What follows belongs to an exercise in optimizing a design on an open flow for small area, a short achievable clock period and few clock cycles; a production flow would make more cautious choices. Only simulation tests tie the RTL to the original design; equivalence was not proved.

==> design/flow/design.v <==
module qkt_score_unit #(
  parameter int ADDR_W = 16,
  parameter int DATA_W = 32,
  parameter int MAX_D  = 64
) (
  input  logic              clk,
  input  logic              reset_n,
  input  logic              start,
  output logic              ready,
  output logic              err,
  input  logic [ADDR_W-1:0] q_base,
  input  logic [ADDR_W-1:0] k_base,
  input  logic [ADDR_W-1:0] s_base,
  input  logic [15:0]       num_rows,
  input  logic [15:0]       num_cols,
  output logic [ADDR_W-1:0] sram_read_address,
  input  logic [DATA_W-1:0] sram_read_data,
  output logic              sram_write_enable,
  output logic [ADDR_W-1:0] sram_write_address,
  output logic [DATA_W-1:0] sram_write_data
);
  logic              r_ready, r_run, r_err, r_ph, r_bad, r_wide, r_kfirst;
  logic [15:0]       r_ra, r_rb, r_qrow, r_kb, r_sp;
  logic [15:0]       r_n, r_jc, r_ic;
  logic [6:0]        r_d, r_kc;
  logic w_klast, w_jlast, w_ilast, w_rowend;
  logic [15:0] w_ra_inc;
  assign w_klast  = (r_kc == 7'd1);
  assign w_jlast  = (r_jc == 16'd1);
  assign w_ilast  = (r_ic == 16'd1);
  assign w_rowend = w_klast && w_jlast;
  assign w_ra_inc = r_ra + 16'd1;
  logic r_v2, r_first2, r_last2, r_fin2;
  logic r_first3, r_last3, r_fin3;
  logic r_last4, r_fin4;
  logic r_last5, r_fin5;
  logic r_we, r_we_n, r_fin6;   
  logic r_busy, w_busy_next;
  always_comb begin
    w_busy_next = r_busy;
    if (!r_busy) begin
      if (start) w_busy_next = 1'b1;
    end else if (r_run && r_bad) begin
      w_busy_next = 1'b0;
    end else if (!r_we_n && r_fin6) begin
      w_busy_next = 1'b0;
    end
  end
  always_ff @(posedge clk or negedge reset_n) begin
    if (!reset_n) begin
      r_busy  <= 1'b0;
      r_ready <= 1'b1;
      r_run   <= 1'b0;
      r_err   <= 1'b0;
    end else begin
      r_busy  <= w_busy_next;
      r_ready <= !w_busy_next;
      if (!r_busy) begin
        if (start) r_run <= 1'b1;
      end else if (r_run && r_bad) begin
        r_run <= 1'b0;
        r_err <= r_wide;
      end else begin
        if (r_run) r_err <= 1'b0;
        if (r_run && r_ph && w_rowend && w_ilast) r_run <= 1'b0;
      end
    end
  end
  always_ff @(posedge clk) begin
    if (!r_run) begin
      r_ra     <= k_base;
      r_rb     <= q_base;
      r_qrow   <= q_base;
      r_kb     <= k_base;
      r_n      <= num_rows;
      r_jc     <= num_rows;
      r_ic     <= num_rows;
      r_d      <= num_cols[6:0];
      r_kc     <= num_cols[6:0];
      r_kfirst <= 1'b1;
      r_ph     <= 1'b0;
      r_bad    <= (num_rows == 16'd0) || (num_cols == 16'd0) || (num_cols > 16'd64);
      r_wide   <= (num_rows != 16'd0) && (num_cols > 16'd64);
    end else begin
      r_ph <= !r_ph;
      r_ra <= r_rb;
      if (!r_ph) begin
        r_rb <= w_rowend ? r_kb : w_ra_inc;
      end else begin
        r_rb <= (w_klast && !w_jlast) ? r_qrow : w_ra_inc;
        if (w_rowend) r_qrow <= w_ra_inc;
        r_kc     <= w_klast ? r_d : r_kc - 7'd1;
        r_kfirst <= w_klast;
        if (w_klast) r_jc <= w_jlast ? r_n : r_jc - 16'd1;
        if (w_rowend) r_ic <= r_ic - 16'd1;
      end
    end
  end
  always_ff @(posedge clk) begin
    if (!r_busy) r_sp <= s_base;
    else if (!r_we_n) r_sp <= r_sp + 16'd1;
  end
  always_ff @(posedge clk or negedge reset_n) begin
    if (!reset_n) begin
      {r_v2, r_first2, r_last2, r_fin2} <= '0;
      {r_first3, r_last3, r_fin3}       <= '0;
      {r_last4, r_fin4}                 <= '0;
      {r_last5, r_fin5}                 <= '0;
      {r_we, r_fin6}                    <= '0;
      r_we_n                            <= 1'b1;
    end else begin
      r_v2     <= r_run && r_ph && !r_bad;
      r_first2 <= r_run && r_ph && r_kfirst;
      r_last2  <= r_run && r_ph && w_klast;
      r_fin2   <= r_run && r_ph && w_rowend && w_ilast;
      r_first3 <= r_first2;
      r_last3  <= r_last2;
      r_fin3   <= r_fin2;
      r_last4  <= r_last3;
      r_fin4   <= r_fin3;
      r_last5  <= r_last4;
      r_fin5   <= r_fin4;
      r_we     <= r_last5;
      r_we_n   <= !r_last5;
      r_fin6   <= r_fin5;
    end
  end
  logic [31:0] r_k;
  logic [31:0] r_m;
  logic [23:0] r_enc;
  logic [31:0] r_as, r_ac, r_wd;
  logic [23:0] w_enc;
  logic [31:0] w_s, w_c;
  always_comb begin
    for (int r = 0; r < 8; r++) begin
      logic b0, b1, b2;
      b0 = r_v2 ? ((r == 0) ? 1'b0 : r_k[4*r-1]) : r_k[4*r+1];
      b1 = r_v2 ? r_k[4*r]   : r_k[4*r+2];
      b2 = r_v2 ? r_k[4*r+1] : r_k[4*r+3];
      w_enc[3*r]   = b1 ^ b0;
      w_enc[3*r+1] = (b2 & !b1 & !b0) | (!b2 & b1 & b0);
      w_enc[3*r+2] = b2;
    end
  end
  qkt_mac_tree u_tree (
    .m(r_m), .enc(r_enc), .clr(r_first3),
    .as_i(r_as), .ac_i(r_ac), .s_o(w_s), .c_o(w_c)
  );
  always_ff @(posedge clk) begin
    if (!r_v2) r_k <= sram_read_data;
    r_m   <= r_v2 ? sram_read_data : {r_m[29:0], 2'd0};
    r_enc <= w_enc;
    r_as  <= w_s;
    r_ac  <= w_c;
    r_wd  <= r_as + {r_ac[30:0], 1'b0};
  end
  assign ready              = r_ready;
  assign err                = r_err;
  assign sram_read_address  = r_ra;
  assign sram_write_enable  = r_we;
  assign sram_write_address = r_sp;
  assign sram_write_data    = r_wd;
endmodule
module qkt_mac_tree (
  input  logic [31:0] m,       
  input  logic [23:0] enc,     
  input  logic        clr,     
  input  logic [31:0] as_i,
  input  logic [31:0] ac_i,    
  output logic [31:0] s_o,
  output logic [31:0] c_o
);
  logic [31:0] as_g, ac_g;
  logic [7:0]  neg;
  assign as_g = clr ? 32'd0 : as_i;
  assign ac_g = clr ? 32'd0 : ac_i;
  logic [31:0] pp0;
  assign neg[0] = enc[2];
  assign pp0 = (({32{enc[0]}} & m[31:0]) | ({32{enc[1]}} & {m[30:0], 1'b0})) ^ {32{enc[2]}};
  logic [27:0] pp1;
  assign neg[1] = enc[5];
  assign pp1 = (({28{enc[3]}} & m[27:0]) | ({28{enc[4]}} & {m[26:0], 1'b0})) ^ {28{enc[5]}};
  logic [23:0] pp2;
  assign neg[2] = enc[8];
  assign pp2 = (({24{enc[6]}} & m[23:0]) | ({24{enc[7]}} & {m[22:0], 1'b0})) ^ {24{enc[8]}};
  logic [19:0] pp3;
  assign neg[3] = enc[11];
  assign pp3 = (({20{enc[9]}} & m[19:0]) | ({20{enc[10]}} & {m[18:0], 1'b0})) ^ {20{enc[11]}};
  logic [15:0] pp4;
  assign neg[4] = enc[14];
  assign pp4 = (({16{enc[12]}} & m[15:0]) | ({16{enc[13]}} & {m[14:0], 1'b0})) ^ {16{enc[14]}};
  logic [11:0] pp5;
  assign neg[5] = enc[17];
  assign pp5 = (({12{enc[15]}} & m[11:0]) | ({12{enc[16]}} & {m[10:0], 1'b0})) ^ {12{enc[17]}};
  logic [7:0] pp6;
  assign neg[6] = enc[20];
  assign pp6 = (({8{enc[18]}} & m[7:0]) | ({8{enc[19]}} & {m[6:0], 1'b0})) ^ {8{enc[20]}};
  logic [3:0] pp7;
  assign neg[7] = enc[23];
  assign pp7 = (({4{enc[21]}} & m[3:0]) | ({4{enc[22]}} & {m[2:0], 1'b0})) ^ {4{enc[23]}};
  logic s1;
  logic c2;
  logic s3;
  logic c4;
  logic s5;
  logic c6;
  logic s7;
  logic c8;
  logic s9;
  logic c10;
  logic s11;
  logic c12;
  logic s13;
  logic c14;
  logic s15;
  logic c16;
  logic s17;
  logic c18;
  logic s19;
  logic c20;
  logic s21;
  logic s22;
  logic s23;
  logic c24;
  logic s25;
  logic c26;
  logic s27;
  logic c28;
  logic s29;
  logic c30;
  logic s31;
  logic c32;
  logic s33;
  logic c34;
  logic s35;
  logic c36;
  logic s37;
  logic c38;
  logic s39;
  logic c40;
  logic s41;
  logic c42;
  logic s43;
  logic c44;
  logic s45;
  logic c46;
  logic s47;
  logic c48;
  logic s49;
  logic c50;
  logic s51;
  logic c52;
  logic s53;
  logic c54;
  logic s55;
  logic c56;
  logic s57;
  logic c58;
  logic s59;
  logic c60;
  logic s61;
  logic c62;
  logic s63;
  logic c64;
  logic s65;
  logic c66;
  logic s67;
  logic c68;
  logic s69;
  logic c70;
  logic s71;
  logic c72;
  logic s73;
  logic c74;
  logic s75;
  logic c76;
  logic s77;
  logic c78;
  logic s79;
  logic c80;
  logic s81;
  logic c82;
  logic s83;
  logic c84;
  logic s85;
  logic c86;
  logic s87;
  logic c88;
  logic s89;
  logic c90;
  logic s91;
  logic c92;
  logic s93;
  logic c94;
  logic s95;
  logic c96;
  logic s97;
  logic c98;
  logic s99;
  logic c100;
  logic s101;
  logic c102;
  logic s103;
  logic c104;
  logic s105;
  logic c106;
  logic s107;
  logic c108;
  logic s109;
  logic c110;
  logic s111;
  logic c112;
  logic s113;
  logic s114;
  logic s115;
  logic s116;
  logic c117;
  logic s118;
  logic c119;
  logic s120;
  logic c121;
  logic s122;
  logic c123;
  logic s124;
  logic c125;
  logic s126;
  logic c127;
  logic s128;
  logic c129;
  logic s130;
  logic c131;
  logic s132;
  logic c133;
  logic s134;
  logic c135;
  logic s136;
  logic c137;
  logic s138;
  logic c139;
  logic s140;
  logic c141;
  logic s142;
  logic c143;
  logic s144;
  logic c145;
  logic s146;
  logic c147;
  logic s148;
  logic c149;
  logic s150;
  logic c151;
  logic s152;
  logic c153;
  logic s154;
  logic c155;
  logic s156;
  logic c157;
  logic s158;
  logic c159;
  logic s160;
  logic c161;
  logic s162;
  logic c163;
  logic s164;
  logic c165;
  logic s166;
  logic c167;
  logic s168;
  logic c169;
  logic s170;
  logic c171;
  logic s172;
  logic c173;
  logic s174;
  logic c175;
  logic s176;
  logic c177;
  logic s178;
  logic c179;
  logic s180;
  logic c181;
  logic s182;
  logic c183;
  logic s184;
  logic c185;
  logic s186;
  logic c187;
  logic s188;
  logic c189;
  logic s190;
  logic c191;
  logic s192;
  logic c193;
  logic s194;
  logic c195;
  logic s196;
  logic c197;
  logic s198;
  logic c199;
  logic s200;
  logic c201;
  logic s202;
  logic c203;
  logic s204;
  logic c205;
  logic s206;
  logic c207;
  logic s208;
  logic c209;
  logic s210;
  logic c211;
  logic s212;
  logic c213;
  logic s214;
  logic c215;
  logic s216;
  logic s217;
  logic s218;
  logic c219;
  logic s220;
  logic c221;
  logic s222;
  logic c223;
  logic s224;
  logic c225;
  logic s226;
  logic c227;
  logic s228;
  logic c229;
  logic s230;
  logic c231;
  logic s232;
  logic c233;
  logic s234;
  logic c235;
  logic s236;
  logic c237;
  logic s238;
  logic c239;
  logic s240;
  logic c241;
  logic s242;
  logic c243;
  logic s244;
  logic c245;
  logic s246;
  logic c247;
  logic s248;
  logic c249;
  logic s250;
  logic c251;
  logic s252;
  logic c253;
  logic s254;
  logic c255;
  logic s256;
  logic c257;
  logic s258;
  logic c259;
  logic s260;
  logic c261;
  logic s262;
  logic c263;
  logic s264;
  logic c265;
  logic s266;
  logic c267;
  logic s268;
  logic c269;
  logic s270;
  logic c271;
  logic s272;
  logic s273;
  logic c274;
  logic s275;
  logic c276;
  logic s277;
  logic c278;
  logic s279;
  logic c280;
  logic s281;
  logic c282;
  logic s283;
  logic c284;
  logic s285;
  logic c286;
  logic s287;
  logic c288;
  logic s289;
  logic c290;
  logic s291;
  logic c292;
  logic s293;
  logic c294;
  logic s295;
  logic c296;
  logic s297;
  logic c298;
  logic s299;
  logic c300;
  logic s301;
  logic c302;
  logic s303;
  logic c304;
  logic s305;
  logic c306;
  logic s307;
  logic c308;
  logic s309;
  logic c310;
  logic s311;
  logic c312;
  logic s313;
  logic c314;
  logic s315;
  logic c316;
  logic s317;
  logic c318;
  logic s319;
  logic c320;
  logic s321;
  logic c322;
  logic s323;
  logic c324;
  logic s325;
  logic c326;
  logic s327;
  logic c328;
  logic s329;
  logic c330;
  logic s331;
  logic c332;
  logic s333;
  logic c334;
  logic s335;
  assign s1 = pp0[24] ^ pp1[20];
  assign c2 = pp0[24] & pp1[20];
  assign s3 = pp0[25] ^ pp1[21];
  assign c4 = pp0[25] & pp1[21];
  assign s5 = pp0[26] ^ pp1[22];
  assign c6 = pp0[26] & pp1[22];
  assign s7 = pp0[27] ^ pp1[23];
  assign c8 = pp0[27] & pp1[23];
  assign s9 = pp0[28] ^ pp1[24] ^ pp2[20];
  assign c10 = (pp0[28] & pp1[24]) | (pp0[28] & pp2[20]) | (pp1[24] & pp2[20]);
  assign s11 = pp3[16] ^ pp4[12];
  assign c12 = pp3[16] & pp4[12];
  assign s13 = pp0[29] ^ pp1[25] ^ pp2[21];
  assign c14 = (pp0[29] & pp1[25]) | (pp0[29] & pp2[21]) | (pp1[25] & pp2[21]);
  assign s15 = pp3[17] ^ pp4[13];
  assign c16 = pp3[17] & pp4[13];
  assign s17 = pp0[30] ^ pp1[26] ^ pp2[22];
  assign c18 = (pp0[30] & pp1[26]) | (pp0[30] & pp2[22]) | (pp1[26] & pp2[22]);
  assign s19 = pp3[18] ^ pp4[14];
  assign c20 = pp3[18] & pp4[14];
  assign s21 = pp0[31] ^ pp1[27] ^ pp2[23];
  assign s22 = pp3[19] ^ pp4[15];
  assign s23 = pp0[12] ^ pp1[8];
  assign c24 = pp0[12] & pp1[8];
  assign s25 = pp0[13] ^ pp1[9];
  assign c26 = pp0[13] & pp1[9];
  assign s27 = pp0[14] ^ pp1[10];
  assign c28 = pp0[14] & pp1[10];
  assign s29 = pp0[15] ^ pp1[11];
  assign c30 = pp0[15] & pp1[11];
  assign s31 = pp0[16] ^ pp1[12] ^ pp2[8];
  assign c32 = (pp0[16] & pp1[12]) | (pp0[16] & pp2[8]) | (pp1[12] & pp2[8]);
  assign s33 = pp3[4] ^ pp4[0];
  assign c34 = pp3[4] & pp4[0];
  assign s35 = pp0[17] ^ pp1[13] ^ pp2[9];
  assign c36 = (pp0[17] & pp1[13]) | (pp0[17] & pp2[9]) | (pp1[13] & pp2[9]);
  assign s37 = pp3[5] ^ pp4[1];
  assign c38 = pp3[5] & pp4[1];
  assign s39 = pp0[18] ^ pp1[14] ^ pp2[10];
  assign c40 = (pp0[18] & pp1[14]) | (pp0[18] & pp2[10]) | (pp1[14] & pp2[10]);
  assign s41 = pp3[6] ^ pp4[2];
  assign c42 = pp3[6] & pp4[2];
  assign s43 = pp0[19] ^ pp1[15] ^ pp2[11];
  assign c44 = (pp0[19] & pp1[15]) | (pp0[19] & pp2[11]) | (pp1[15] & pp2[11]);
  assign s45 = pp3[7] ^ pp4[3];
  assign c46 = pp3[7] & pp4[3];
  assign s47 = pp0[20] ^ pp1[16] ^ pp2[12];
  assign c48 = (pp0[20] & pp1[16]) | (pp0[20] & pp2[12]) | (pp1[16] & pp2[12]);
  assign s49 = pp3[8] ^ pp4[4] ^ pp5[0];
  assign c50 = (pp3[8] & pp4[4]) | (pp3[8] & pp5[0]) | (pp4[4] & pp5[0]);
  assign s51 = neg[5] ^ as_g[20];
  assign c52 = neg[5] & as_g[20];
  assign s53 = pp0[21] ^ pp1[17] ^ pp2[13];
  assign c54 = (pp0[21] & pp1[17]) | (pp0[21] & pp2[13]) | (pp1[17] & pp2[13]);
  assign s55 = pp3[9] ^ pp4[5] ^ pp5[1];
  assign c56 = (pp3[9] & pp4[5]) | (pp3[9] & pp5[1]) | (pp4[5] & pp5[1]);
  assign s57 = as_g[21] ^ ac_g[20];
  assign c58 = as_g[21] & ac_g[20];
  assign s59 = pp0[22] ^ pp1[18] ^ pp2[14];
  assign c60 = (pp0[22] & pp1[18]) | (pp0[22] & pp2[14]) | (pp1[18] & pp2[14]);
  assign s61 = pp3[10] ^ pp4[6] ^ pp5[2];
  assign c62 = (pp3[10] & pp4[6]) | (pp3[10] & pp5[2]) | (pp4[6] & pp5[2]);
  assign s63 = as_g[22] ^ ac_g[21];
  assign c64 = as_g[22] & ac_g[21];
  assign s65 = pp0[23] ^ pp1[19] ^ pp2[15];
  assign c66 = (pp0[23] & pp1[19]) | (pp0[23] & pp2[15]) | (pp1[19] & pp2[15]);
  assign s67 = pp3[11] ^ pp4[7] ^ pp5[3];
  assign c68 = (pp3[11] & pp4[7]) | (pp3[11] & pp5[3]) | (pp4[7] & pp5[3]);
  assign s69 = as_g[23] ^ ac_g[22];
  assign c70 = as_g[23] & ac_g[22];
  assign s71 = s1 ^ pp2[16] ^ pp3[12];
  assign c72 = (s1 & pp2[16]) | (s1 & pp3[12]) | (pp2[16] & pp3[12]);
  assign s73 = pp4[8] ^ pp5[4] ^ pp6[0];
  assign c74 = (pp4[8] & pp5[4]) | (pp4[8] & pp6[0]) | (pp5[4] & pp6[0]);
  assign s75 = neg[6] ^ as_g[24] ^ ac_g[23];
  assign c76 = (neg[6] & as_g[24]) | (neg[6] & ac_g[23]) | (as_g[24] & ac_g[23]);
  assign s77 = s3 ^ pp2[17] ^ pp3[13];
  assign c78 = (s3 & pp2[17]) | (s3 & pp3[13]) | (pp2[17] & pp3[13]);
  assign s79 = pp4[9] ^ pp5[5] ^ pp6[1];
  assign c80 = (pp4[9] & pp5[5]) | (pp4[9] & pp6[1]) | (pp5[5] & pp6[1]);
  assign s81 = as_g[25] ^ ac_g[24] ^ c2;
  assign c82 = (as_g[25] & ac_g[24]) | (as_g[25] & c2) | (ac_g[24] & c2);
  assign s83 = s5 ^ pp2[18] ^ pp3[14];
  assign c84 = (s5 & pp2[18]) | (s5 & pp3[14]) | (pp2[18] & pp3[14]);
  assign s85 = pp4[10] ^ pp5[6] ^ pp6[2];
  assign c86 = (pp4[10] & pp5[6]) | (pp4[10] & pp6[2]) | (pp5[6] & pp6[2]);
  assign s87 = as_g[26] ^ ac_g[25] ^ c4;
  assign c88 = (as_g[26] & ac_g[25]) | (as_g[26] & c4) | (ac_g[25] & c4);
  assign s89 = s7 ^ pp2[19] ^ pp3[15];
  assign c90 = (s7 & pp2[19]) | (s7 & pp3[15]) | (pp2[19] & pp3[15]);
  assign s91 = pp4[11] ^ pp5[7] ^ pp6[3];
  assign c92 = (pp4[11] & pp5[7]) | (pp4[11] & pp6[3]) | (pp5[7] & pp6[3]);
  assign s93 = as_g[27] ^ ac_g[26] ^ c6;
  assign c94 = (as_g[27] & ac_g[26]) | (as_g[27] & c6) | (ac_g[26] & c6);
  assign s95 = s9 ^ s11 ^ pp5[8];
  assign c96 = (s9 & s11) | (s9 & pp5[8]) | (s11 & pp5[8]);
  assign s97 = pp6[4] ^ pp7[0] ^ neg[7];
  assign c98 = (pp6[4] & pp7[0]) | (pp6[4] & neg[7]) | (pp7[0] & neg[7]);
  assign s99 = as_g[28] ^ ac_g[27] ^ c8;
  assign c100 = (as_g[28] & ac_g[27]) | (as_g[28] & c8) | (ac_g[27] & c8);
  assign s101 = s13 ^ s15 ^ pp5[9];
  assign c102 = (s13 & s15) | (s13 & pp5[9]) | (s15 & pp5[9]);
  assign s103 = pp6[5] ^ pp7[1] ^ as_g[29];
  assign c104 = (pp6[5] & pp7[1]) | (pp6[5] & as_g[29]) | (pp7[1] & as_g[29]);
  assign s105 = ac_g[28] ^ c10 ^ c12;
  assign c106 = (ac_g[28] & c10) | (ac_g[28] & c12) | (c10 & c12);
  assign s107 = s17 ^ s19 ^ pp5[10];
  assign c108 = (s17 & s19) | (s17 & pp5[10]) | (s19 & pp5[10]);
  assign s109 = pp6[6] ^ pp7[2] ^ as_g[30];
  assign c110 = (pp6[6] & pp7[2]) | (pp6[6] & as_g[30]) | (pp7[2] & as_g[30]);
  assign s111 = ac_g[29] ^ c14 ^ c16;
  assign c112 = (ac_g[29] & c14) | (ac_g[29] & c16) | (c14 & c16);
  assign s113 = s21 ^ s22 ^ pp5[11];
  assign s114 = pp6[7] ^ pp7[3] ^ as_g[31];
  assign s115 = ac_g[30] ^ c18 ^ c20;
  assign s116 = pp0[4] ^ pp1[0];
  assign c117 = pp0[4] & pp1[0];
  assign s118 = pp0[5] ^ pp1[1];
  assign c119 = pp0[5] & pp1[1];
  assign s120 = pp0[6] ^ pp1[2];
  assign c121 = pp0[6] & pp1[2];
  assign s122 = pp0[7] ^ pp1[3];
  assign c123 = pp0[7] & pp1[3];
  assign s124 = pp0[8] ^ pp1[4] ^ pp2[0];
  assign c125 = (pp0[8] & pp1[4]) | (pp0[8] & pp2[0]) | (pp1[4] & pp2[0]);
  assign s126 = neg[2] ^ as_g[8];
  assign c127 = neg[2] & as_g[8];
  assign s128 = pp0[9] ^ pp1[5] ^ pp2[1];
  assign c129 = (pp0[9] & pp1[5]) | (pp0[9] & pp2[1]) | (pp1[5] & pp2[1]);
  assign s130 = as_g[9] ^ ac_g[8];
  assign c131 = as_g[9] & ac_g[8];
  assign s132 = pp0[10] ^ pp1[6] ^ pp2[2];
  assign c133 = (pp0[10] & pp1[6]) | (pp0[10] & pp2[2]) | (pp1[6] & pp2[2]);
  assign s134 = as_g[10] ^ ac_g[9];
  assign c135 = as_g[10] & ac_g[9];
  assign s136 = pp0[11] ^ pp1[7] ^ pp2[3];
  assign c137 = (pp0[11] & pp1[7]) | (pp0[11] & pp2[3]) | (pp1[7] & pp2[3]);
  assign s138 = as_g[11] ^ ac_g[10];
  assign c139 = as_g[11] & ac_g[10];
  assign s140 = s23 ^ pp2[4] ^ pp3[0];
  assign c141 = (s23 & pp2[4]) | (s23 & pp3[0]) | (pp2[4] & pp3[0]);
  assign s142 = neg[3] ^ as_g[12] ^ ac_g[11];
  assign c143 = (neg[3] & as_g[12]) | (neg[3] & ac_g[11]) | (as_g[12] & ac_g[11]);
  assign s144 = s25 ^ pp2[5] ^ pp3[1];
  assign c145 = (s25 & pp2[5]) | (s25 & pp3[1]) | (pp2[5] & pp3[1]);
  assign s146 = as_g[13] ^ ac_g[12] ^ c24;
  assign c147 = (as_g[13] & ac_g[12]) | (as_g[13] & c24) | (ac_g[12] & c24);
  assign s148 = s27 ^ pp2[6] ^ pp3[2];
  assign c149 = (s27 & pp2[6]) | (s27 & pp3[2]) | (pp2[6] & pp3[2]);
  assign s150 = as_g[14] ^ ac_g[13] ^ c26;
  assign c151 = (as_g[14] & ac_g[13]) | (as_g[14] & c26) | (ac_g[13] & c26);
  assign s152 = s29 ^ pp2[7] ^ pp3[3];
  assign c153 = (s29 & pp2[7]) | (s29 & pp3[3]) | (pp2[7] & pp3[3]);
  assign s154 = as_g[15] ^ ac_g[14] ^ c28;
  assign c155 = (as_g[15] & ac_g[14]) | (as_g[15] & c28) | (ac_g[14] & c28);
  assign s156 = s31 ^ s33 ^ neg[4];
  assign c157 = (s31 & s33) | (s31 & neg[4]) | (s33 & neg[4]);
  assign s158 = as_g[16] ^ ac_g[15] ^ c30;
  assign c159 = (as_g[16] & ac_g[15]) | (as_g[16] & c30) | (ac_g[15] & c30);
  assign s160 = s35 ^ s37 ^ as_g[17];
  assign c161 = (s35 & s37) | (s35 & as_g[17]) | (s37 & as_g[17]);
  assign s162 = ac_g[16] ^ c32 ^ c34;
  assign c163 = (ac_g[16] & c32) | (ac_g[16] & c34) | (c32 & c34);
  assign s164 = s39 ^ s41 ^ as_g[18];
  assign c165 = (s39 & s41) | (s39 & as_g[18]) | (s41 & as_g[18]);
  assign s166 = ac_g[17] ^ c36 ^ c38;
  assign c167 = (ac_g[17] & c36) | (ac_g[17] & c38) | (c36 & c38);
  assign s168 = s43 ^ s45 ^ as_g[19];
  assign c169 = (s43 & s45) | (s43 & as_g[19]) | (s45 & as_g[19]);
  assign s170 = ac_g[18] ^ c40 ^ c42;
  assign c171 = (ac_g[18] & c40) | (ac_g[18] & c42) | (c40 & c42);
  assign s172 = s47 ^ s49 ^ s51;
  assign c173 = (s47 & s49) | (s47 & s51) | (s49 & s51);
  assign s174 = ac_g[19] ^ c44 ^ c46;
  assign c175 = (ac_g[19] & c44) | (ac_g[19] & c46) | (c44 & c46);
  assign s176 = s53 ^ s55 ^ s57;
  assign c177 = (s53 & s55) | (s53 & s57) | (s55 & s57);
  assign s178 = c48 ^ c50 ^ c52;
  assign c179 = (c48 & c50) | (c48 & c52) | (c50 & c52);
  assign s180 = s59 ^ s61 ^ s63;
  assign c181 = (s59 & s61) | (s59 & s63) | (s61 & s63);
  assign s182 = c54 ^ c56 ^ c58;
  assign c183 = (c54 & c56) | (c54 & c58) | (c56 & c58);
  assign s184 = s65 ^ s67 ^ s69;
  assign c185 = (s65 & s67) | (s65 & s69) | (s67 & s69);
  assign s186 = c60 ^ c62 ^ c64;
  assign c187 = (c60 & c62) | (c60 & c64) | (c62 & c64);
  assign s188 = s71 ^ s73 ^ s75;
  assign c189 = (s71 & s73) | (s71 & s75) | (s73 & s75);
  assign s190 = c66 ^ c68 ^ c70;
  assign c191 = (c66 & c68) | (c66 & c70) | (c68 & c70);
  assign s192 = s77 ^ s79 ^ s81;
  assign c193 = (s77 & s79) | (s77 & s81) | (s79 & s81);
  assign s194 = c72 ^ c74 ^ c76;
  assign c195 = (c72 & c74) | (c72 & c76) | (c74 & c76);
  assign s196 = s83 ^ s85 ^ s87;
  assign c197 = (s83 & s85) | (s83 & s87) | (s85 & s87);
  assign s198 = c78 ^ c80 ^ c82;
  assign c199 = (c78 & c80) | (c78 & c82) | (c80 & c82);
  assign s200 = s89 ^ s91 ^ s93;
  assign c201 = (s89 & s91) | (s89 & s93) | (s91 & s93);
  assign s202 = c84 ^ c86 ^ c88;
  assign c203 = (c84 & c86) | (c84 & c88) | (c86 & c88);
  assign s204 = s95 ^ s97 ^ s99;
  assign c205 = (s95 & s97) | (s95 & s99) | (s97 & s99);
  assign s206 = c90 ^ c92 ^ c94;
  assign c207 = (c90 & c92) | (c90 & c94) | (c92 & c94);
  assign s208 = s101 ^ s103 ^ s105;
  assign c209 = (s101 & s103) | (s101 & s105) | (s103 & s105);
  assign s210 = c96 ^ c98 ^ c100;
  assign c211 = (c96 & c98) | (c96 & c100) | (c98 & c100);
  assign s212 = s107 ^ s109 ^ s111;
  assign c213 = (s107 & s109) | (s107 & s111) | (s109 & s111);
  assign s214 = c102 ^ c104 ^ c106;
  assign c215 = (c102 & c104) | (c102 & c106) | (c104 & c106);
  assign s216 = s113 ^ s114 ^ s115;
  assign s217 = c108 ^ c110 ^ c112;
  assign s218 = s116 ^ neg[1];
  assign c219 = s116 & neg[1];
  assign s220 = s118 ^ as_g[5] ^ ac_g[4];
  assign c221 = (s118 & as_g[5]) | (s118 & ac_g[4]) | (as_g[5] & ac_g[4]);
  assign s222 = s120 ^ as_g[6] ^ ac_g[5];
  assign c223 = (s120 & as_g[6]) | (s120 & ac_g[5]) | (as_g[6] & ac_g[5]);
  assign s224 = s122 ^ as_g[7] ^ ac_g[6];
  assign c225 = (s122 & as_g[7]) | (s122 & ac_g[6]) | (as_g[7] & ac_g[6]);
  assign s226 = s124 ^ s126 ^ ac_g[7];
  assign c227 = (s124 & s126) | (s124 & ac_g[7]) | (s126 & ac_g[7]);
  assign s228 = s128 ^ s130 ^ c125;
  assign c229 = (s128 & s130) | (s128 & c125) | (s130 & c125);
  assign s230 = s132 ^ s134 ^ c129;
  assign c231 = (s132 & s134) | (s132 & c129) | (s134 & c129);
  assign s232 = s136 ^ s138 ^ c133;
  assign c233 = (s136 & s138) | (s136 & c133) | (s138 & c133);
  assign s234 = s140 ^ s142 ^ c137;
  assign c235 = (s140 & s142) | (s140 & c137) | (s142 & c137);
  assign s236 = s144 ^ s146 ^ c141;
  assign c237 = (s144 & s146) | (s144 & c141) | (s146 & c141);
  assign s238 = s148 ^ s150 ^ c145;
  assign c239 = (s148 & s150) | (s148 & c145) | (s150 & c145);
  assign s240 = s152 ^ s154 ^ c149;
  assign c241 = (s152 & s154) | (s152 & c149) | (s154 & c149);
  assign s242 = s156 ^ s158 ^ c153;
  assign c243 = (s156 & s158) | (s156 & c153) | (s158 & c153);
  assign s244 = s160 ^ s162 ^ c157;
  assign c245 = (s160 & s162) | (s160 & c157) | (s162 & c157);
  assign s246 = s164 ^ s166 ^ c161;
  assign c247 = (s164 & s166) | (s164 & c161) | (s166 & c161);
  assign s248 = s168 ^ s170 ^ c165;
  assign c249 = (s168 & s170) | (s168 & c165) | (s170 & c165);
  assign s250 = s172 ^ s174 ^ c169;
  assign c251 = (s172 & s174) | (s172 & c169) | (s174 & c169);
  assign s252 = s176 ^ s178 ^ c173;
  assign c253 = (s176 & s178) | (s176 & c173) | (s178 & c173);
  assign s254 = s180 ^ s182 ^ c177;
  assign c255 = (s180 & s182) | (s180 & c177) | (s182 & c177);
  assign s256 = s184 ^ s186 ^ c181;
  assign c257 = (s184 & s186) | (s184 & c181) | (s186 & c181);
  assign s258 = s188 ^ s190 ^ c185;
  assign c259 = (s188 & s190) | (s188 & c185) | (s190 & c185);
  assign s260 = s192 ^ s194 ^ c189;
  assign c261 = (s192 & s194) | (s192 & c189) | (s194 & c189);
  assign s262 = s196 ^ s198 ^ c193;
  assign c263 = (s196 & s198) | (s196 & c193) | (s198 & c193);
  assign s264 = s200 ^ s202 ^ c197;
  assign c265 = (s200 & s202) | (s200 & c197) | (s202 & c197);
  assign s266 = s204 ^ s206 ^ c201;
  assign c267 = (s204 & s206) | (s204 & c201) | (s206 & c201);
  assign s268 = s208 ^ s210 ^ c205;
  assign c269 = (s208 & s210) | (s208 & c205) | (s210 & c205);
  assign s270 = s212 ^ s214 ^ c209;
  assign c271 = (s212 & s214) | (s212 & c209) | (s214 & c209);
  assign s272 = s216 ^ s217 ^ c213;
  assign s273 = pp0[0] ^ neg[0] ^ as_g[0];
  assign c274 = (pp0[0] & neg[0]) | (pp0[0] & as_g[0]) | (neg[0] & as_g[0]);
  assign s275 = pp0[1] ^ as_g[1] ^ ac_g[0];
  assign c276 = (pp0[1] & as_g[1]) | (pp0[1] & ac_g[0]) | (as_g[1] & ac_g[0]);
  assign s277 = pp0[2] ^ as_g[2] ^ ac_g[1];
  assign c278 = (pp0[2] & as_g[2]) | (pp0[2] & ac_g[1]) | (as_g[2] & ac_g[1]);
  assign s279 = pp0[3] ^ as_g[3] ^ ac_g[2];
  assign c280 = (pp0[3] & as_g[3]) | (pp0[3] & ac_g[2]) | (as_g[3] & ac_g[2]);
  assign s281 = s218 ^ as_g[4] ^ ac_g[3];
  assign c282 = (s218 & as_g[4]) | (s218 & ac_g[3]) | (as_g[4] & ac_g[3]);
  assign s283 = s220 ^ c117 ^ c219;
  assign c284 = (s220 & c117) | (s220 & c219) | (c117 & c219);
  assign s285 = s222 ^ c119 ^ c221;
  assign c286 = (s222 & c119) | (s222 & c221) | (c119 & c221);
  assign s287 = s224 ^ c121 ^ c223;
  assign c288 = (s224 & c121) | (s224 & c223) | (c121 & c223);
  assign s289 = s226 ^ c123 ^ c225;
  assign c290 = (s226 & c123) | (s226 & c225) | (c123 & c225);
  assign s291 = s228 ^ c127 ^ c227;
  assign c292 = (s228 & c127) | (s228 & c227) | (c127 & c227);
  assign s293 = s230 ^ c131 ^ c229;
  assign c294 = (s230 & c131) | (s230 & c229) | (c131 & c229);
  assign s295 = s232 ^ c135 ^ c231;
  assign c296 = (s232 & c135) | (s232 & c231) | (c135 & c231);
  assign s297 = s234 ^ c139 ^ c233;
  assign c298 = (s234 & c139) | (s234 & c233) | (c139 & c233);
  assign s299 = s236 ^ c143 ^ c235;
  assign c300 = (s236 & c143) | (s236 & c235) | (c143 & c235);
  assign s301 = s238 ^ c147 ^ c237;
  assign c302 = (s238 & c147) | (s238 & c237) | (c147 & c237);
  assign s303 = s240 ^ c151 ^ c239;
  assign c304 = (s240 & c151) | (s240 & c239) | (c151 & c239);
  assign s305 = s242 ^ c155 ^ c241;
  assign c306 = (s242 & c155) | (s242 & c241) | (c155 & c241);
  assign s307 = s244 ^ c159 ^ c243;
  assign c308 = (s244 & c159) | (s244 & c243) | (c159 & c243);
  assign s309 = s246 ^ c163 ^ c245;
  assign c310 = (s246 & c163) | (s246 & c245) | (c163 & c245);
  assign s311 = s248 ^ c167 ^ c247;
  assign c312 = (s248 & c167) | (s248 & c247) | (c167 & c247);
  assign s313 = s250 ^ c171 ^ c249;
  assign c314 = (s250 & c171) | (s250 & c249) | (c171 & c249);
  assign s315 = s252 ^ c175 ^ c251;
  assign c316 = (s252 & c175) | (s252 & c251) | (c175 & c251);
  assign s317 = s254 ^ c179 ^ c253;
  assign c318 = (s254 & c179) | (s254 & c253) | (c179 & c253);
  assign s319 = s256 ^ c183 ^ c255;
  assign c320 = (s256 & c183) | (s256 & c255) | (c183 & c255);
  assign s321 = s258 ^ c187 ^ c257;
  assign c322 = (s258 & c187) | (s258 & c257) | (c187 & c257);
  assign s323 = s260 ^ c191 ^ c259;
  assign c324 = (s260 & c191) | (s260 & c259) | (c191 & c259);
  assign s325 = s262 ^ c195 ^ c261;
  assign c326 = (s262 & c195) | (s262 & c261) | (c195 & c261);
  assign s327 = s264 ^ c199 ^ c263;
  assign c328 = (s264 & c199) | (s264 & c263) | (c199 & c263);
  assign s329 = s266 ^ c203 ^ c265;
  assign c330 = (s266 & c203) | (s266 & c265) | (c203 & c265);
  assign s331 = s268 ^ c207 ^ c267;
  assign c332 = (s268 & c207) | (s268 & c267) | (c207 & c267);
  assign s333 = s270 ^ c211 ^ c269;
  assign c334 = (s270 & c211) | (s270 & c269) | (c211 & c269);
  assign s335 = s272 ^ c215 ^ c271;
  assign s_o = {s335, s333, s331, s329, s327, s325, s323, s321, s319, s317, s315, s313, s311, s309, s307, s305, s303, s301, s299, s297, s295, s293, s291, s289, s287, s285, s283, s281, s279, s277, s275, s273};
  assign c_o = {1'b0, c334, c332, c330, c328, c326, c324, c322, c320, c318, c316, c314, c312, c310, c308, c306, c304, c302, c300, c298, c296, c294, c292, c290, c288, c286, c284, c282, c280, c278, c276, c274};
endmodule
==> design/flow/flow/run.sh <==
#!/bin/bash
set -euo pipefail
bash standard.sh ABC_CLOCK_PERIOD_IN_PS=3000 SETUP_SLACK_MARGIN=8.8 \
  "BUFFER_PORTS_ARGS=-buffer_cell sky130_fd_sc_hd__buf_1" finish > standard.log 2>&1
==> design/flow/standard.sh <==
#!/bin/bash
# synth_recipe.tcl (not shown) runs the flow's synth.tcl, then flattens the netlist and writes it again
# the make line also repeats each setting of config.mk as NAME=value (left out here)
make -C /OpenROAD-flow-scripts/flow DESIGN_CONFIG=/design/flow/config.mk WORK_HOME=/design/flow/orfs CLKGATE_MAP_FILE= SYNTH_SCRIPT=/design/flow/synth_recipe.tcl "${@:-finish}"
==> design/flow/config.mk <==
export PLATFORM = sky130hd
export DESIGN_NAME = qkt_score_unit
export DESIGN_NICKNAME = qkt_score_unit
export VERILOG_FILES = /design/flow/design.v
export SDC_FILE = /design/flow/constraint.sdc
export NUM_CORES = 4
export LEC_CHECK = 0
export CAP_MARGIN = 20
export CORE_MARGIN = 2
export CORE_UTILIZATION = 40
export SLEW_MARGIN = 20
==> design/flow/constraint.sdc <==
create_clock -name core_clock -period 12.0 [get_ports {clk}]
set_input_delay 2.4000 -clock core_clock [delete_from_list [all_inputs] [get_ports {clk}]]
set_output_delay 2.4000 -clock core_clock [all_outputs]
set_load 0.01 [all_outputs]
==> results.sh, run 1 <==
export IMPL_status="timing/DRC/antenna clean"
export IMPL_worst_slack_ns=8.37
export IMPL_cpPeakStageDelay_ns=0.54
export IMPL_crit_chain="buf_12 -> a22oi_2 -> xor2_1 -> fa_1 -> fa_1 -> inv_1 -> fa_1 -> inv_2 -> fa_2 -> inv_2 -> fa_2"
export IMPL_start_util=0.405
export IMPL_grt_max_degree=97
export IMPL_drt_iter0_markers=815
export IMPL_ys_warn_count=1
export IMPL_crit_required_ns=12.49
export IMPL_area_growth_syn_to_layout_pct=18.8
export IMPL_die_h_um=232
export IMPL_hold_ws_ns=0.339
export IMPL_tns_ns=0
export IMPL_cp_end_kind="flop"
export IMPL_cp_arrival_ns=4.13
export IMPL_met3_usage=0.0432
export IMPL_dr_total_vias=14775
export IMPL_first_global_vias=14857
export IMPL_final_common_cell="xnor2_1"
export IMPL_antenna_found_initial=13
export IMPL_critPathMaxFanout=3
export IMPL_criticalPathCategory="flop to flop"
export IMPL_drc=0
export IMPL_synth_area_um2=20800
export IMPL_port_buffers=181
export IMPL_nFillCells=4657
export IMPL_gp_congestion=0.864
export IMPL_ys_types=60
export IMPL_hp_class="flop to flop"
export IMPL_num_rows=83
export IMPL_slew_headroom=0.299
export IMPL_async_flop_share=0.0519
export IMPL_drive_gt1_frac=0.203
export IMPL_clk_latency_ns=0.59
export IMPL_grt_overflow=0
export IMPL_grtUsageMet2=0.302
export IMPL_syn_inst=1983
export IMPL_crit_top_cell="fa_1"
export IMPL_postCtsHoldBufs=0
export IMPL_cts_root_buf="clkbuf_16"
export IMPL_cts_max_path_buffers=3
export IMPL_synthesis_nets=2298
export IMPL_setup_violations=0
export IMPL_fin_skew_ns=0.0434
export IMPL_die_area_um2=53900
export IMPL_fin_crit_ns=3.63
export IMPL_period_share=0.303
export IMPL_hold_viol=0
export IMPL_nets=2480
export IMPL_layout_common_cells="180 x xnor2_1, 161 x nor2_1, 149 x inv_1"
export IMPL_boundaryPins=182
export IMPL_detail_route_wirelength_um=50300
export IMPL_fin_area_um2=24700
export IMPL_fmax_mhz=275
export IMPL_die_w_um=232
export IMPL_synth_seq_cells=347
export IMPL_cts_tree="done"
export IMPL_dp_hpwl_um=35700
export IMPL_top_usage_layer="met2"
export IMPL_worst_pin_slew_ns=1.05
export IMPL_first_pass_iters=5
export IMPL_viasPerCell=5.12
export IMPL_clock_sinks=347
export IMPL_synthFlopType="dfxtp_1"
export IMPL_cts_buffers=41
export IMPL_postRouteAntennaNets=0
export IMPL_maxCapViolCount=0
export IMPL_postSynthAreaPerCell_um2=10.5
export IMPL_htree_num_levels=2
export IMPL_grt_use_total=0.187
export IMPL_crit_slowest_cell="fa_1"
export IMPL_slew_violations=0
export IMPL_place_ws_ns=7.91
export IMPL_grt_util_met1=0.247
export IMPL_clk_pin_slew_ns=0.06
export IMPL_final_core_util=0.481
export IMPL_start_kind="flop"
export IMPL_synth_edff_count=144
export IMPL_rsz0062_at_grt="yes"
export IMPL_avgRoutedWirePerCell_um=17.5
export IMPL_dpl_cell_area_um2=22100
export IMPL_core_area_um2=51400
export IMPL_grt_pass1_wl_um=80000
export IMPL_ys_seq_area_frac=0.407
## through the flow
stage / std cells
after floorplan: 1983
after global placement: 2746
after detailed placement: 2746
after CTS: 2860
after global routing: 2880
final: 2883
## logic make-up after synthesis
| group | synth area share |
|---|---|
| AO/OA/AOI/OAI | 0.126 |
| multiplexers | 0.0419 |
| buffers and inverters | 0.0529 |
| AND/OR/NAND/NOR | 0.0959 |
| adder cells (fa/ha/maj) | 0.168 |
| XOR/XNOR | 0.108 |
| flip-flops | 0.407 |
## worst paths after layout
kind,slack (ns),from,to,cells past startpoint
worst min register to register,0.34,r_fin2$_DFF_PN0_,r_fin3$_DFF_PN0_,0
worst max-delay path,8.37,r_enc[3]$_DFF_P_,r_as[30]$_DFF_P_,11
min in group asynchronous,1.74,reset_n,r_run$_DFFE_PN0P_,1
max in group asynchronous,9.89,reset_n,r_we_n$_DFF_PN1_,1
worst min-delay path,0.34,r_fin2$_DFF_PN0_,r_fin3$_DFF_PN0_,0
worst max register to register,8.37,r_enc[3]$_DFF_P_,r_as[30]$_DFF_P_,11
## Yosys cell counts (8+ instances only)
cell	instances	area share
nor2_1	161	0.029
dfrtp_1	16	0.019
o21a_1	8	0.0029
nor3_1	16	0.0038
nor4_1	15	0.0045
nor2b_1	56	0.017
xnor2_1	186	0.078
fa_1	134	0.13
edfxtp_1	144	0.21
ha_1	66	0.040
inv_1	167	0.030
mux2_2	73	0.039
and3_1	10	0.0030
nand3_1	28	0.0067
clkbuf_1	96	0.017
buf_1	12	0.0022
dfxtp_1	185	0.18
xor2_1	70	0.029
a211oi_1	33	0.012
a21o_1	31	0.011
o21ai_0	42	0.010
a22oi_1	136	0.049
nand2b_1	17	0.0051
nand2_1	88	0.016
a21oi_1	112	0.027
## metal layers
metal / vias up / share of wire
met5: - / 0.0020
met4: 16 / 0.028
met3: 89 / 0.060
met2: 369 / 0.47
met1: 7144 / 0.44
li1: 7157 / -
## cell type report
class                      instances  area, um^2  share of cell area
antenna                            5        12.5            0.000506
clock buffer                      60        1230              0.0498
clock inverter                    16         158             0.00637
inverter                         168         631              0.0255
multi-input combinational       1352       11600               0.467
sequential                       347        8600               0.348
tap                              680         851              0.0344
timing repair buffer             255        1700              0.0686
## critical path: cells and delay by family (launching register included)
family,cells,cell delay (ns)
adder cells (fa/ha/maj),5,2.55
flip-flops,1,0.35
buffers and inverters,4,0.26
XOR/XNOR,1,0.23
AO/OA/AOI/OAI,1,0.18
## registers in the layout, summed over array words and instances (netlist names), 16 cells and up
signal / count
r_m: 32
r_rb: 16
r_jc: 16
r_sp: 16
r_k: 32
r_ra: 16
r_kb: 16
r_wd: 32
r_n: 16
r_qrow: 16
r_ac: 31
r_ic: 16
r_enc: 24
r_as: 32
## repair_timing
| item | 4_1_cts | 5_1_grt |
|---|---|---|
| buffers inserted | 37 | 17 |
| resized for setup | 177 | 95 |
| cloned | 1 | 1 |
| endpoints found under the setup margin | 113 | 104 |
| pin swaps | 42 | 58 |
Testbench counts, summed over its fixed seeds: cycles 541,160.
==> run 2: changes to the inputs <==
--- a/design/flow/design.v
+++ b/design/flow/design.v
@@ -20,5 +20,5 @@
   output logic [DATA_W-1:0] sram_write_data
 );
-  logic              r_ready, r_run, r_err, r_ph, r_bad, r_wide, r_kfirst;
+  logic              r_run, r_err, r_ph, r_bad, r_wide, r_kfirst;
   logic [15:0]       r_ra, r_rb, r_qrow, r_kb, r_sp;
   logic [15:0]       r_n, r_jc, r_ic;
@@ -31,9 +31,7 @@
   assign w_rowend = w_klast && w_jlast;
   assign w_ra_inc = r_ra + 16'd1;
-  logic r_v2, r_first2, r_last2, r_fin2;
-  logic r_first3, r_last3, r_fin3;
-  logic r_last4, r_fin4;
-  logic r_last5, r_fin5;
-  logic r_we, r_we_n, r_fin6;   
+  logic r_v2, r_first2, r_last2;
+  logic r_first3, r_last3;
+  logic r_last4, r_last5, r_we;
   logic r_busy, w_busy_next;
   always_comb begin
@@ -43,5 +41,5 @@
     end else if (r_run && r_bad) begin
       w_busy_next = 1'b0;
-    end else if (!r_we_n && r_fin6) begin
+    end else if (r_we && !r_run && !r_last2 && !r_last3 && !r_last4 && !r_last5) begin
       w_busy_next = 1'b0;
     end
@@ -49,11 +47,9 @@
   always_ff @(posedge clk or negedge reset_n) begin
     if (!reset_n) begin
-      r_busy  <= 1'b0;
-      r_ready <= 1'b1;
-      r_run   <= 1'b0;
-      r_err   <= 1'b0;
+      r_busy <= 1'b0;
+      r_run  <= 1'b0;
+      r_err  <= 1'b0;
     end else begin
-      r_busy  <= w_busy_next;
-      r_ready <= !w_busy_next;
+      r_busy <= w_busy_next;
       if (!r_busy) begin
         if (start) r_run <= 1'b1;
@@ -98,30 +94,20 @@
   end
   always_ff @(posedge clk) begin
-    if (!r_busy) r_sp <= s_base;
-    else if (!r_we_n) r_sp <= r_sp + 16'd1;
+    r_sp <= r_busy ? r_sp + {15'd0, r_we} : s_base;
   end
   always_ff @(posedge clk or negedge reset_n) begin
     if (!reset_n) begin
-      {r_v2, r_first2, r_last2, r_fin2} <= '0;
-      {r_first3, r_last3, r_fin3}       <= '0;
-      {r_last4, r_fin4}                 <= '0;
-      {r_last5, r_fin5}                 <= '0;
-      {r_we, r_fin6}                    <= '0;
-      r_we_n                            <= 1'b1;
+      {r_v2, r_first2, r_last2} <= '0;
+      {r_first3, r_last3}       <= '0;
+      {r_last4, r_last5, r_we}  <= '0;
     end else begin
-      r_v2     <= r_run && r_ph && !r_bad;
+      r_v2     <= r_run && r_ph;
       r_first2 <= r_run && r_ph && r_kfirst;
       r_last2  <= r_run && r_ph && w_klast;
-      r_fin2   <= r_run && r_ph && w_rowend && w_ilast;
       r_first3 <= r_first2;
       r_last3  <= r_last2;
-      r_fin3   <= r_fin2;
       r_last4  <= r_last3;
-      r_fin4   <= r_fin3;
       r_last5  <= r_last4;
-      r_fin5   <= r_fin4;
       r_we     <= r_last5;
-      r_we_n   <= !r_last5;
-      r_fin6   <= r_fin5;
     end
   end
@@ -155,5 +141,5 @@
     r_wd  <= r_as + {r_ac[30:0], 1'b0};
   end
-  assign ready              = r_ready;
+  assign ready              = !r_busy;
   assign err                = r_err;
   assign sram_read_address  = r_ra;
==> design/flow/flow/run.sh (replaced) <==
#!/bin/bash
set -euo pipefail
bash standard.sh SYNTH_ARGS=-noabc SETUP_SLACK_MARGIN=8.6 \
  "BUFFER_PORTS_ARGS=-buffer_cell sky130_fd_sc_hd__buf_1" finish > standard.log 2>&1
--- a/design/flow/config.mk
+++ b/design/flow/config.mk
@@ -6,6 +6,9 @@
 export NUM_CORES = 4
 export LEC_CHECK = 0
+export ABC_CLOCK_PERIOD_IN_PS = 3000
 export CAP_MARGIN = 20
 export CORE_MARGIN = 2
 export CORE_UTILIZATION = 40
+export CTS_CLUSTER_DIAMETER = 100
+export CTS_CLUSTER_SIZE = 25
 export SLEW_MARGIN = 20
==> results.sh, run 2 <==
export IMPL_drive_gt1_frac=0.182
export IMPL_hold_ws_ns=0.350
export IMPL_tns_ns=0
export IMPL_holdPathEnd="r_wd[0]$_DFF_P_"
export IMPL_grt_overflow=0
export IMPL_start_util=0.406
export IMPL_ys_seq_area_frac=0.408
export IMPL_cpLargestDelayFamily="flip-flops"
export IMPL_ys_types=68
export IMPL_avgRoutedWirePerCell_um=18.7
export IMPL_cts_tree="done"
export IMPL_crit_buf_inv=2
export IMPL_setup_violations=0
export IMPL_fin_skew_ns=0.0257
export IMPL_synth_most_common_cell="xnor2_1"
export IMPL_maxCapViolCount=0
export IMPL_worst_pin_slew_ns=1.01
export IMPL_area_growth_syn_to_layout_pct=15.3
export IMPL_reg2reg_to="r_as[30]$_DFF_P_"
export IMPL_synthesis_nets=2135
export IMPL_die_h_um=227
export IMPL_synthFlopType="dfxtp_1"
export IMPL_first_global_vias=14263
export IMPL_final_common_cell="xnor2_1"
export IMPL_seq_area_um2=8290
export IMPL_synth_area_um2=20000
export IMPL_netlist_top_cells_area="dfxtp_1 20%, edfxtp_1 19%, fa_1 14%"
export IMPL_place_ws_ns=7.77
export IMPL_crit_required_ns=9.60
export IMPL_multi_input_area_um2=11400
export IMPL_synth_edff_count=128
export IMPL_r2r_start="r_enc[3]$_DFF_P_"
export IMPL_nets=2283
export IMPL_hold_viol=0
export IMPL_num_rows=81
export IMPL_fin_crit_ns=3.57
export IMPL_clk_latency_ns=0.55
export IMPL_period_share=0.298
export IMPL_layout_common_cells="207 x xnor2_1, 132 x fa_1, 128 x a22oi_1, 128 x edfxtp_1, 117 x dfxtp_1"
export IMPL_detail_route_wirelength_um=49500
export IMPL_async_flop_share=0.0324
export IMPL_ff2ff_path_depth=8
export IMPL_cts_max_path_buffers=3
export IMPL_hp_start="r_as[0]$_DFF_P_"
export IMPL_syn_inst=1815
export IMPL_htree_num_levels=1
export IMPL_cts_buffers=19
export IMPL_slew_violations=0
export IMPL_cpPeakStageDelay_ns=0.46
export IMPL_clk_pin_slew_ns=0.10
export IMPL_cp_end_kind="primary output"
export IMPL_start_kind="flop"
export IMPL_worstHoldPathCells=0
export IMPL_antenna_found_initial=3
export IMPL_worst_slack_ns=8.43
export IMPL_critPathMaxFanout=2
export IMPL_die_area_um2=51800
export IMPL_first_pass_iters=5
export IMPL_synth_seq_cells=340
export IMPL_cp_arrival_ns=1.17
export IMPL_synth_top_cell_by_area="dfxtp_1"
export IMPL_synth_common_cells="214 x xnor2_1, 201 x dfxtp_1, 136 x a22oi_1, 136 x fa_1, 128 x edfxtp_1"
export IMPL_dp_hpwl_um=34800
export IMPL_drt_iter0_markers=1056
export IMPL_crit_chain="inv_2 -> buf_6"
export IMPL_final_core_util=0.469
export IMPL_criticalPathCategory="flop to primary output"
export IMPL_hp_class="flop to flop"
export IMPL_port_buffers=181
export IMPL_r2r_slack_ns=8.59
export IMPL_grt_max_degree=97
export IMPL_gp_congestion=0.848
export IMPL_postSynthAreaPerCell_um2=11.0
export IMPL_grt_pass1_wl_um=77900
export IMPL_rsz0062_at_grt="yes"
export IMPL_slew_headroom=0.326
export IMPL_dr_total_vias=14144
export IMPL_die_w_um=227
export IMPL_cts_root_buf="clkbuf_16"
export IMPL_clock_sinks=340
export IMPL_viasPerCell=5.36
export IMPL_boundaryPins=182
export IMPL_core_area_um2=49200
export IMPL_fmax_mhz=280
export IMPL_crit_slowest_cell="dfrtp_2"
export IMPL_status="timing/DRC/antenna clean"
export IMPL_postRouteAntennaNets=0
export IMPL_grt_use_total=0.191
export IMPL_drc=0
export IMPL_ys_warn_count=1
export IMPL_synth_top_area_share=0.201
export IMPL_nFillCells=4508
==> run 2: cell families after synthesis <==
logic type / Yosys count / share of synthesized area
multiplexers: 73 / 0.0411
adder cells (fa/ha/maj): 205 / 0.179
AND/OR/NAND/NOR: 399 / 0.0989
flip-flops: 340 / 0.408
buffers and inverters: 149 / 0.0297
XOR/XNOR: 255 / 0.112
AO/OA/AOI/OAI: 394 / 0.132
==> run 2: through the flow <==
stage	area, um^2	cells
global route	23000	2640
global placement	21200	2561
CTS	22800	2633
detailed placement	21200	2561
finish	23000	2641
floorplan	20100	1815
==> run 2: final cells by class <==
class | count | area share
antenna | 1 | 0.000109
clock buffer | 26 | 0.0218
clock inverter | 8 | 0.00581
inverter | 33 | 0.00538
multi-input combinational | 1326 | 0.496
sequential | 340 | 0.360
tap | 664 | 0.0361
timing repair buffer | 243 | 0.0754
==> run 2: how the worst max path moves through the flow <==
| stage | slack (ns) | startpoint | depth (start not counted) | end |
|---|---|---|---|---|
| global placement | 7.84 | r_jc[5]$_DFFE_PP_ | 7 | r_ic[13]$_DFFE_PP_ |
| floorplan | 8.51 | num_cols[3] | 4 | r_bad$_DFFE_PN_ |
| CTS | 8.35 | r_busy$_DFF_PN0_ | 2 | ready |
| finish | 8.43 | r_busy$_DFF_PN0_ | 2 | ready |
| global route | 8.38 | r_busy$_DFF_PN0_ | 2 | ready |
| detailed placement | 7.77 | r_jc[5]$_DFFE_PP_ | 7 | r_ic[15]$_DFFE_PP_ |
==> run 2: routing by layer <==
metal  up-vias  GRT usage  wire [um]
met5         -          0         28
met4         4     0.0411        817
met3        58     0.0287       3270
met2       490      0.303      22400
met1      6887      0.278      23000
li1       6705          -          -
==> run 2: timing repair <==
action | in CTS | in global routing
setup buffers | 35 | 6
cloned | 3 | 1
pin swaps | 13 | 6
hold buffers | 0 | 0
endpoints found under the setup margin | 132 | 109
resized for setup | 221 | 48
Testbench counts of run 2, summed over its fixed seeds: cycles 541,160.
==> run 3: changes to the inputs <==
--- a/design/flow/design.v
+++ b/design/flow/design.v
@@ -34,5 +34,6 @@
   logic r_first3, r_last3;
   logic r_last4, r_last5, r_we;
-  logic r_busy, w_busy_next;
+  logic r_we_n;   
+  logic r_busy, r_ready, w_busy_next;
   always_comb begin
     w_busy_next = r_busy;
@@ -41,5 +42,5 @@
     end else if (r_run && r_bad) begin
       w_busy_next = 1'b0;
-    end else if (r_we && !r_run && !r_last2 && !r_last3 && !r_last4 && !r_last5) begin
+    end else if (!r_run && !r_last2 && !r_last3 && !r_last4 && !r_last5) begin
       w_busy_next = 1'b0;
     end
@@ -47,9 +48,11 @@
   always_ff @(posedge clk or negedge reset_n) begin
     if (!reset_n) begin
-      r_busy <= 1'b0;
-      r_run  <= 1'b0;
-      r_err  <= 1'b0;
+      r_busy  <= 1'b1;
+      r_ready <= 1'b0;
+      r_run   <= 1'b0;
+      r_err   <= 1'b0;
     end else begin
-      r_busy <= w_busy_next;
+      r_busy  <= w_busy_next;
+      r_ready <= !w_busy_next;
       if (!r_busy) begin
         if (start) r_run <= 1'b1;
@@ -94,5 +97,5 @@
   end
   always_ff @(posedge clk) begin
-    r_sp <= r_busy ? r_sp + {15'd0, r_we} : s_base;
+    r_sp <= r_busy ? r_sp + {15'd0, !r_we_n} : s_base;
   end
   always_ff @(posedge clk or negedge reset_n) begin
@@ -101,4 +104,5 @@
       {r_first3, r_last3}       <= '0;
       {r_last4, r_last5, r_we}  <= '0;
+      r_we_n                    <= 1'b1;
     end else begin
       r_v2     <= r_run && r_ph;
@@ -110,4 +114,5 @@
       r_last5  <= r_last4;
       r_we     <= r_last5;
+      r_we_n   <= !r_last5;
     end
   end
@@ -141,5 +146,5 @@
     r_wd  <= r_as + {r_ac[30:0], 1'b0};
   end
-  assign ready              = !r_busy;
+  assign ready              = r_ready;
   assign err                = r_err;
   assign sram_read_address  = r_ra;
==> design/flow/flow/run.sh (replaced) <==
#!/bin/bash
set -euo pipefail
bash standard.sh SYNTH_ARGS=-noabc SETUP_SLACK_MARGIN=8.4 \
  "BUFFER_PORTS_ARGS=-buffer_cell sky130_fd_sc_hd__buf_1" finish > standard.log 2>&1
==> results.sh, run 3 <==
export IMPL_status="timing/DRC/antenna clean"
export IMPL_crit_buf_inv=1
export IMPL_synth_top_family_by_area="adder cells"
export IMPL_place_ws_ns=8.15
export IMPL_first_global_vias=13923
export IMPL_nFillCells=4800
export IMPL_drc=0
export IMPL_clock_sinks=342
export IMPL_tns_ns=0
export IMPL_hold_viol=0
export IMPL_slew_headroom=0.336
export IMPL_synthSimpleGateAreaFrac=0.105
export IMPL_crit_required_ns=9.60
export IMPL_setup_violations=0
export IMPL_first_pass_iters=6
export IMPL_syn_inst=1841
export IMPL_postCtsHoldBufs=0
export IMPL_grt_overflow=0
export IMPL_num_rows=82
export IMPL_cts_max_path_buffers=3
export IMPL_muxShareOfSynthArea=0.0402
export IMPL_synthFlopType="dfxtp_1"
export IMPL_maxCapViolCount=0
export IMPL_synth_top_cell_by_area="dfxtp_1"
export IMPL_synth_common_cells="209 x xnor2_1, 201 x dfxtp_1, 137 x a22oi_1"
export IMPL_avgRoutedWirePerCell_um=18.5
export IMPL_grt_max_degree=90
export IMPL_synth_fa_ha_area_frac=0.178
export IMPL_ys_warn_count=1
export IMPL_ys_seq_area_frac=0.407
export IMPL_stdcell_count=2629
export IMPL_final_core_util=0.441
export IMPL_die_h_um=228
export IMPL_drt_iter0_markers=869
export IMPL_die_w_um=228
export IMPL_worst_slack_ns=8.46
export IMPL_cts_root_buf="clkbuf_16"
export IMPL_crit_chain="buf_2"
export IMPL_grt_pass1_wl_um=76600
export IMPL_start_util=0.403
export IMPL_numPlacedInstances=2596
export IMPL_port_buffers=181
export IMPL_synth_seq_cells=342
export IMPL_htree_num_levels=1
export IMPL_diodes=0
export IMPL_synth_most_common_cell="xnor2_1"
export IMPL_final_common_cell="xnor2_1"
export IMPL_detail_route_wirelength_um=48600
export IMPL_fin_crit_ns=3.54
export IMPL_cts_tree="done"
export IMPL_start_kind="flop"
export IMPL_rsz0062_at_grt="yes"
export IMPL_netlist_top_cells_area="dfxtp_1 20%, edfxtp_1 19%, fa_1 14%"
export IMPL_period_share=0.295
export IMPL_synth_edff_count=128
export IMPL_criticalPathCategory="flop to primary output"
export IMPL_cp_end_kind="primary output"
export IMPL_clk_latency_ns=0.54
export IMPL_worst_pin_slew_ns=0.996
export IMPL_synth_xor_xnor_area_share=0.111
export IMPL_multi_input_area_um2=11400
export IMPL_clk_pin_slew_ns=0.10
export IMPL_postRouteAntennaNets=0
export IMPL_antenna_found_initial=6
export IMPL_gp_congestion=0.859
export IMPL_critPathMaxFanout=4
export IMPL_dp_hpwl_um=35200
export IMPL_viasPerCell=5.33
export IMPL_fin_skew_ns=0.0240
export IMPL_dpl_cell_area_um2=21300
export IMPL_synth_area_um2=20100
export IMPL_grt_use_total=0.183
export IMPL_hp_class="flop to flop"
export IMPL_core_area_um2=50000
export IMPL_cpLargestDelayFamily="flip-flops"
export IMPL_drive_gt1_frac=0.0828
export IMPL_synth_top_area_share=0.200
export IMPL_crit_slowest_cell="dfxtp_1"
export IMPL_boundaryPins=182
export IMPL_ys_types=67
export IMPL_synthesis_nets=2161
export IMPL_fin_area_um2=22000
export IMPL_dr_total_vias=14018
export IMPL_cp_arrival_ns=1.14
export IMPL_cts_buffers=18
export IMPL_async_flop_share=0.0380
export IMPL_nets=2265
export IMPL_seq_area_um2=8230
export IMPL_postSynthAreaPerCell_um2=10.9
export IMPL_die_area_um2=52100
export IMPL_slew_violations=0
export IMPL_synth_compound_area_frac=0.130
export IMPL_layout_common_cells="209 x xnor2_1, 180 x dfxtp_1, 177 x buf_1"
export IMPL_cpPeakStageDelay_ns=0.42
export IMPL_area_growth_syn_to_layout_pct=9.47
export IMPL_fmax_mhz=283
## run 3: changes by cell type in the layout (fill, tap and decap cells not counted), sizes merged, moves of 4 or more
cell    previous run  this run
nor2             110       117
xor2              41        46
and3              12        19
a22o               0         5
a211oi            13        17
or3                0         4
a21oi             93       101
buf              236       199
o21ai             61        66
nand2b             6        11
inv               38        29
and2               2         7
xnor2            214       209
## run 3: cell type report
class	instances	area share
clock inverter	3	0.00165
clock buffer	29	0.0237
tap	672	0.0382
timing repair buffer	201	0.0420
inverter	27	0.00460
multi-input combinational	1355	0.516
sequential	342	0.374
## run 3: per-stage QoR
step	hold slack, ns
after floorplan	0.324
after global placement	0.333
after detailed placement	0.336
after CTS	0.358
after global routing	0.369
final	0.357
## run 3: worst paths after layout
| path | startpoint | to | slack (ns) | cells past startpoint |
|---|---|---|---|---|
| setup / recovery | r_ra[1]$_DFF_P_ | sram_read_address[1] | 8.46 | 1 |
| hold / removal | r_first2$_DFF_PN0_ | r_first3$_DFF_PN0_ | 0.36 | 0 |
| setup reg to reg | r_enc[1]$_DFF_P_ | r_as[29]$_DFF_P_ | 8.47 | 8 |
| hold reg to reg | r_first2$_DFF_PN0_ | r_first3$_DFF_PN0_ | 0.36 | 0 |
| max in group asynchronous | reset_n | r_first3$_DFF_PN0_ | 9.47 | 1 |
| min in group asynchronous | reset_n | r_err$_DFFE_PN0P_ | 1.92 | 1 |
## run 3: timing repair
action / CTS / global route
resized for setup: 10 / 33
buffers inserted: 0 / 0
cloned: 0 / 1
endpoints found under the setup margin: 14 / 48
pin swaps: 0 / 7
## run 3: metal layers
metal / global-route usage / wire (um) / part of all wire / up-vias
met3: 0.0395 / 2920 / 0.060 / 76
met4: 0.0504 / 1160 / 0.024 / 12
met5: 0 / 77 / 0.0016 / -
met1: 0.240 / 21200 / 0.44 / 6890
li1: - / - / - / 6684
met2: 0.307 / 23300 / 0.48 / 356
## run 3: kinds of logic (layout without fill, tap and decap cells)
logic type,count (synthesis),after routing
multiplexers,72,72
flip-flops,342,342
adder cells (fa/ha/maj),205,205
AO/OA/AOI/OAI,399,399
buffers and inverters,144,260
XOR/XNOR,255,255
AND/OR/NAND/NOR,424,424
Testbench counts of run 3, summed over its fixed seeds: cycles 541,160.

-- port drivers added, routing unchanged --
The results above use ideal ports. As a check the final layouts listed here were re-extracted and re-timed, cells and wires unchanged. Step 1 assumes that a clkbuf_16 drives the clock port and a buf_2 every other input. Step 2 times the ports against the registers' clock, not the clock port: input delays grow and output delays shrink by t, the midpoint of the rising clock arrivals with the driver on. Three values: no drivers, after step 1, after step 2; two values: the first two.
| run | t (ns) | setup slack, ns | worst hold slack (ns) | worst slew at a driven data input, ns |
|---|---|---|---|---|
| run 1 | 0.621 | 8.367 / 8.367 / 8.246 | 0.339 / 0.339 / 0.339 | 0.10 |
| run 2 | 0.601 | 8.428 / 8.368 / 8.289 | 0.350 / 0.350 / 0.350 | 0.09 |
| run 3 | 0.590 | 8.461 / 8.401 / 8.190 | 0.357 / 0.357 / 0.357 | 0.09 |
After both steps setup and hold are still met in every run listed. The setup slack of run 3, which loses most, moves by -0.060 ns with the drivers and by -0.271 ns with both steps.
